This design comes from an exercise in tuning for small area and a short achievable clock period on the open sky130 flow, not from production work. At most, simulation tests tie the RTL to the original design; equivalence was not proved. No activity file was given, so power comes from the tool's default toggle rates.

// adder_tree_25
module adder_tree_25 (
    input  logic         clk,
    input  logic         rst,
    input  logic         in_valid,
    input  logic [399:0] in_data,
    output logic         res_valid,
    output logic [15:0]  res
);
For scale: about 420 I/O pins, about 11000 µm² of cells after synthesis.
==> flow/config.mk <==
export PLATFORM = sky130hd
export DESIGN_NAME = adder_tree_25
export DESIGN_NICKNAME = adder_tree_25
export VERILOG_FILES = /design/flow/design.v
export SDC_FILE = /design/flow/constraint.sdc
export NUM_CORES = 4
export LEC_CHECK = 0
export CAP_MARGIN = 20
export CORE_MARGIN = 2
export CORE_UTILIZATION = 40
export SETUP_SLACK_MARGIN = 1.1
export SLEW_MARGIN = 20
==> flow/constraint.sdc <==
create_clock -name core_clock -period 3.0 [get_ports {clk}]
set_input_delay 0.6000 -clock core_clock [delete_from_list [all_inputs] [get_ports {clk}]]
set_output_delay 0.6000 -clock core_clock [all_outputs]
set_load 0.01 [all_outputs]
standard.sh (not shown) runs the stock make flow with config.mk's settings and CLKGATE_MAP_FILE= SYNTH_SCRIPT=/design/flow/synth_recipe.tcl, a recipe that flattens the netlist after the stock synthesis.
==> flow/flow/run.sh <==
#!/bin/bash
# Own layout flow: the standard flow (standard.sh) with two changes.
#  1. After the standard synthesis, fapol.py re-chooses the polarity of the
#     full-adder cells so that the inverters extract_fa leaves around them go;
#     a Yosys equivalence proof against the standard netlist must pass, else
#     the standard netlist is kept.
#  2. Port buffers are sky130_fd_sc_hd__buf_1 (every port still gets one).
# Each tool writes its full output to a log file of its own in this folder.
set -uo pipefail
export BUFFER_PORTS_ARGS="-buffer_cell sky130_fd_sc_hd__buf_1"
HERE=$(pwd)
bash standard.sh synth > synth.log 2>&1 || exit 1
NET=$HERE/orfs/results/sky130hd/adder_tree_25/base/1_2_yosys.v
cp "$NET" "$HERE/netlist_standard.v"
if python3 "$HERE/flow/fapol.py" "$HERE/netlist_standard.v" "$HERE/netlist_fapol.v" > fapol.log 2>&1; then
  cat > equiv.ys <<EOT
read_liberty -ignore_miss_func $FLOW_HOME/platforms/sky130hd/lib/sky130_fd_sc_hd__tt_025C_1v80.lib
read_verilog $HERE/netlist_standard.v
rename $FLOW_TOP gold
read_verilog $HERE/netlist_fapol.v
rename $FLOW_TOP gate
setattr -mod -unset top gold gate
flatten gold gate
rename -hide gold/w:_* gate/w:_*
equiv_make gold gate eq
hierarchy -top eq
equiv_simple -seq 0
equiv_induct
equiv_status -assert
EOT
  if yosys -s equiv.ys > equiv.log 2>&1; then
    cp "$HERE/netlist_fapol.v" "$NET"
    touch "$NET"
    echo "fapol netlist used" >> fapol.log
  else
    echo "equivalence failed: standard netlist kept" >> fapol.log
  fi
fi
bash standard.sh finish > finish.log 2>&1
Other scripts of this flow, unchanged in this note and not shown: flow/flow/fapol.py
Change:
--- a/flow/config.mk
+++ b/flow/config.mk
@@ -7,0 +8 @@
+export ABC_CLOCK_PERIOD_IN_PS = 1000
@@ -11 +11,0 @@
-export SETUP_SLACK_MARGIN = 1.1
Result: Flip-flop and latch count is unchanged. Routed wire length drops by 5.5%. Core utilization falls by 3.4 points. Area after synthesis stays the same. Via count goes down by 1.2%. Sequential share of layout area rose by 1.6 points. Critical path depth is unchanged.
Change:
--- a/flow/config.mk
+++ b/flow/config.mk
@@ -11 +11 @@
-export CORE_UTILIZATION = 40
+export CORE_UTILIZATION = 60
Effect: Core utilization increases by 24 points; maximum frequency stays flat; total power increases by about 1.7%; design area decreases by about 1.4%; combinational power increases by about 3%; sequential cell count stays the same; clock-buffer cell count decreases by 1; via count increases by 0.90%; clock power hardly moves; routed wire length increases by 2.6%.
No functional check of the RTL was part of any run of this note.

* * *

run 1:
Another version of the RTL of adder_tree_25 (not shown whole).
For scale: about 670 cells after synthesis, roughly 420 I/O pins, about 12000 sq um of cells after synthesis.
## adder_tree_25
module adder_tree_25 (
    input  logic         clk,
    input  logic         rst,
    input  logic         in_valid,
    input  logic [399:0] in_data,
    output logic         res_valid,
    output logic [15:0]  res
);
    wire s1;
    wire c2;
    wire s3;
    wire c4;
    wire s5;
    wire c6;
    wire s7;
    wire c8;
    wire s9;
    wire c10;
    wire s11;
    wire c12;
    wire s13;
    wire c14;
    wire s15;
    wire c16;
    wire s17;
    wire c18;
    wire s19;
    wire c20;
    wire s21;
    wire c22;
    wire s23;
    wire c24;
    wire s25;
    wire c26;
    wire s27;
    wire c28;
    wire s29;
    wire c30;
    wire s31;
    wire c32;
    wire s33;
    wire c34;
    wire s35;
    wire c36;
    wire s37;
    wire c38;
    wire s39;
    wire c40;
    wire s41;
    wire c42;
    wire s43;
    wire c44;
    wire s45;
    wire c46;
    wire s47;
    wire c48;
    wire s49;
    wire c50;
    wire s51;
    wire c52;
    wire s53;
    wire c54;
    wire s55;
    wire c56;
    wire s57;
    wire c58;
    wire s59;
    wire c60;
    wire s61;
    wire c62;
    wire s63;
    wire c64;
    wire s65;
  ...
Settings: LEC_CHECK=0, CAP_MARGIN=20, CORE_MARGIN=2, CORE_UTILIZATION=40, CTS_BUF_LIST=sky130_fd_sc_hd__clkbuf_8, CTS_CLUSTER_DIAMETER=60, CTS_CLUSTER_SIZE=20, SETUP_SLACK_MARGIN=1.1, SLEW_MARGIN=20; clock period 3.0 ns.
Scripts as last shown in full above: flow/flow/run.sh
Other scripts of this flow, unchanged in this note and not shown: flow/flow/fapol.py
Run 1 completed; timing, DRC and antenna clean
For run 2, these inputs were changed with respect to run 1:
Settings: changing CTS_CLUSTER_SIZE from 20 to 14; changing CTS_CLUSTER_DIAMETER from 60 to 50.
[summary]
Run 2 vs. run 1: clock latency at the later pin of the worst-skew pair +0.02 ns, power after layout went up about 3.2%.
Taking run 1 as the reference point, the count of cells resized by post-cts repair of run 2 falls by 1.
In the flow results for run 1 and run 2, the clock buffer count is larger on run 2.
Run 2 can be clocked faster than run 1.
As of run 2, wire length had risen slightly compared to run 1.
Re final design area excluding fillers: run 1 and run 2 aren't equal, and the higher value belongs to run 2.
Run 2 went all the way through the flow, and no timing, DRC or antenna check failed.
In the flow results for run 1 and run 2, the wire length of the first global-routing pass is larger on run 2.
When the final numbers for run 1 and run 2 were put side by side, the via count of the first global-routing pass turned out to be greater in run 2.
Between run 1 and run 2, combinational power share is lower for run 2, run 1 comes in above that.
Input changes introduced in run 3 (baseline for comparison: run 2):
Settings: a change of SETUP_SLACK_MARGIN from 1.1 to 1.0.
Results
- Run 3 completed every stage of the flow, and the final layout passed the timing, design-rule and antenna checks.
- Cmp run 2 and run 3 / area growth from synthesis to final layout / higher: run 2
- [compare] base=run 2 new=run 3: internal power of the cells fell 0.074 mW; detailed-placement wirelength estimate fell 1.2%.
- In the route summary, run 3 ends up with a via count exceeding that of run 2.
- Run 3 does better than run 2 on total wirelength of the detailed-routed design.
- Against run 2 as the reference, run 3 delivers a lower count of clock-buffer cells in the layout.
- Sort run 2 and run 3 by arrival time at the worst endpoint desc -> top: run 3
- Re met3 capacity usage during global routing: run 3 is 0.44 points down on run 2.
#### Input delta (run 4 over run 3)
Settings: SETUP_SLACK_MARGIN: 1.0 -> 1.1; CTS_BUF_LIST: sky130_fd_sc_hd__clkbuf_8 -> sky130_fd_sc_hd__clkbuf_4 sky130_fd_sc_hd__clkbuf_8; CTS_CLUSTER_SIZE: 14 -> 40; CTS_CLUSTER_DIAMETER: 50 -> unset.
Results
Run 4 ran to completion and came out clean on the timing, design-rule and antenna checks.
Looking at launching element of the worst setup path, the p1_c3_4 result is from run 3; the p1_c3_5 one comes from run 4.
On clock network latency to the later pin of the worst-skew pair, run 4 and run 3 are basically level.
Run 4 against run 3: final cell count now sits higher; highest attainable clock frequency has increased; wire length of the first global-routing pass went up by about 3.6%; sequential share of layout area shrank by 0.61 points.

==> port drivers added, routing unchanged <==
Ports are ideal in the flow. The routed layouts listed here were re-timed in OpenROAD. Step 1: set_driving_cell puts a clkbuf_16 on clk and a buf_2 on each other input, an assumption about the parent block. Step 2 times the ports against the registers' clock, not the clock port: input delays grow and output delays shrink by t, the midpoint of the rising clock arrivals with the driver on. Slacks: ideal / step 1 / step 2; pairs: ideal / step 1.
run	t, ns	setup WS [ns]	clock arrival spread, ns	cell pins on the clock port's net
the first run of note 1	0.470	0.653 / 0.653 / 0.610	0.010 / 0.010	1
the second run of note 1	0.468	0.542 / 0.542 / 0.510	0.015 / 0.015	1
the third run of note 1	0.468	0.536 / 0.536 / 0.536	0.009 / 0.010	1
run 1	0.533	1.080 / 1.080 / 0.615	0.027 / 0.026	1
run 2	0.552	1.097 / 1.097 / 0.607	0.018 / 0.018	1
run 3	0.558	1.064 / 1.064 / 0.605	0.021 / 0.020	1
run 4	0.541	1.095 / 1.095 / 0.596	0.023 / 0.024	1
After both steps every run listed still meets setup and hold. The setup slack of run 4, which loses most, moves by 0.000 ns with the drivers and by -0.499 ns with both steps.
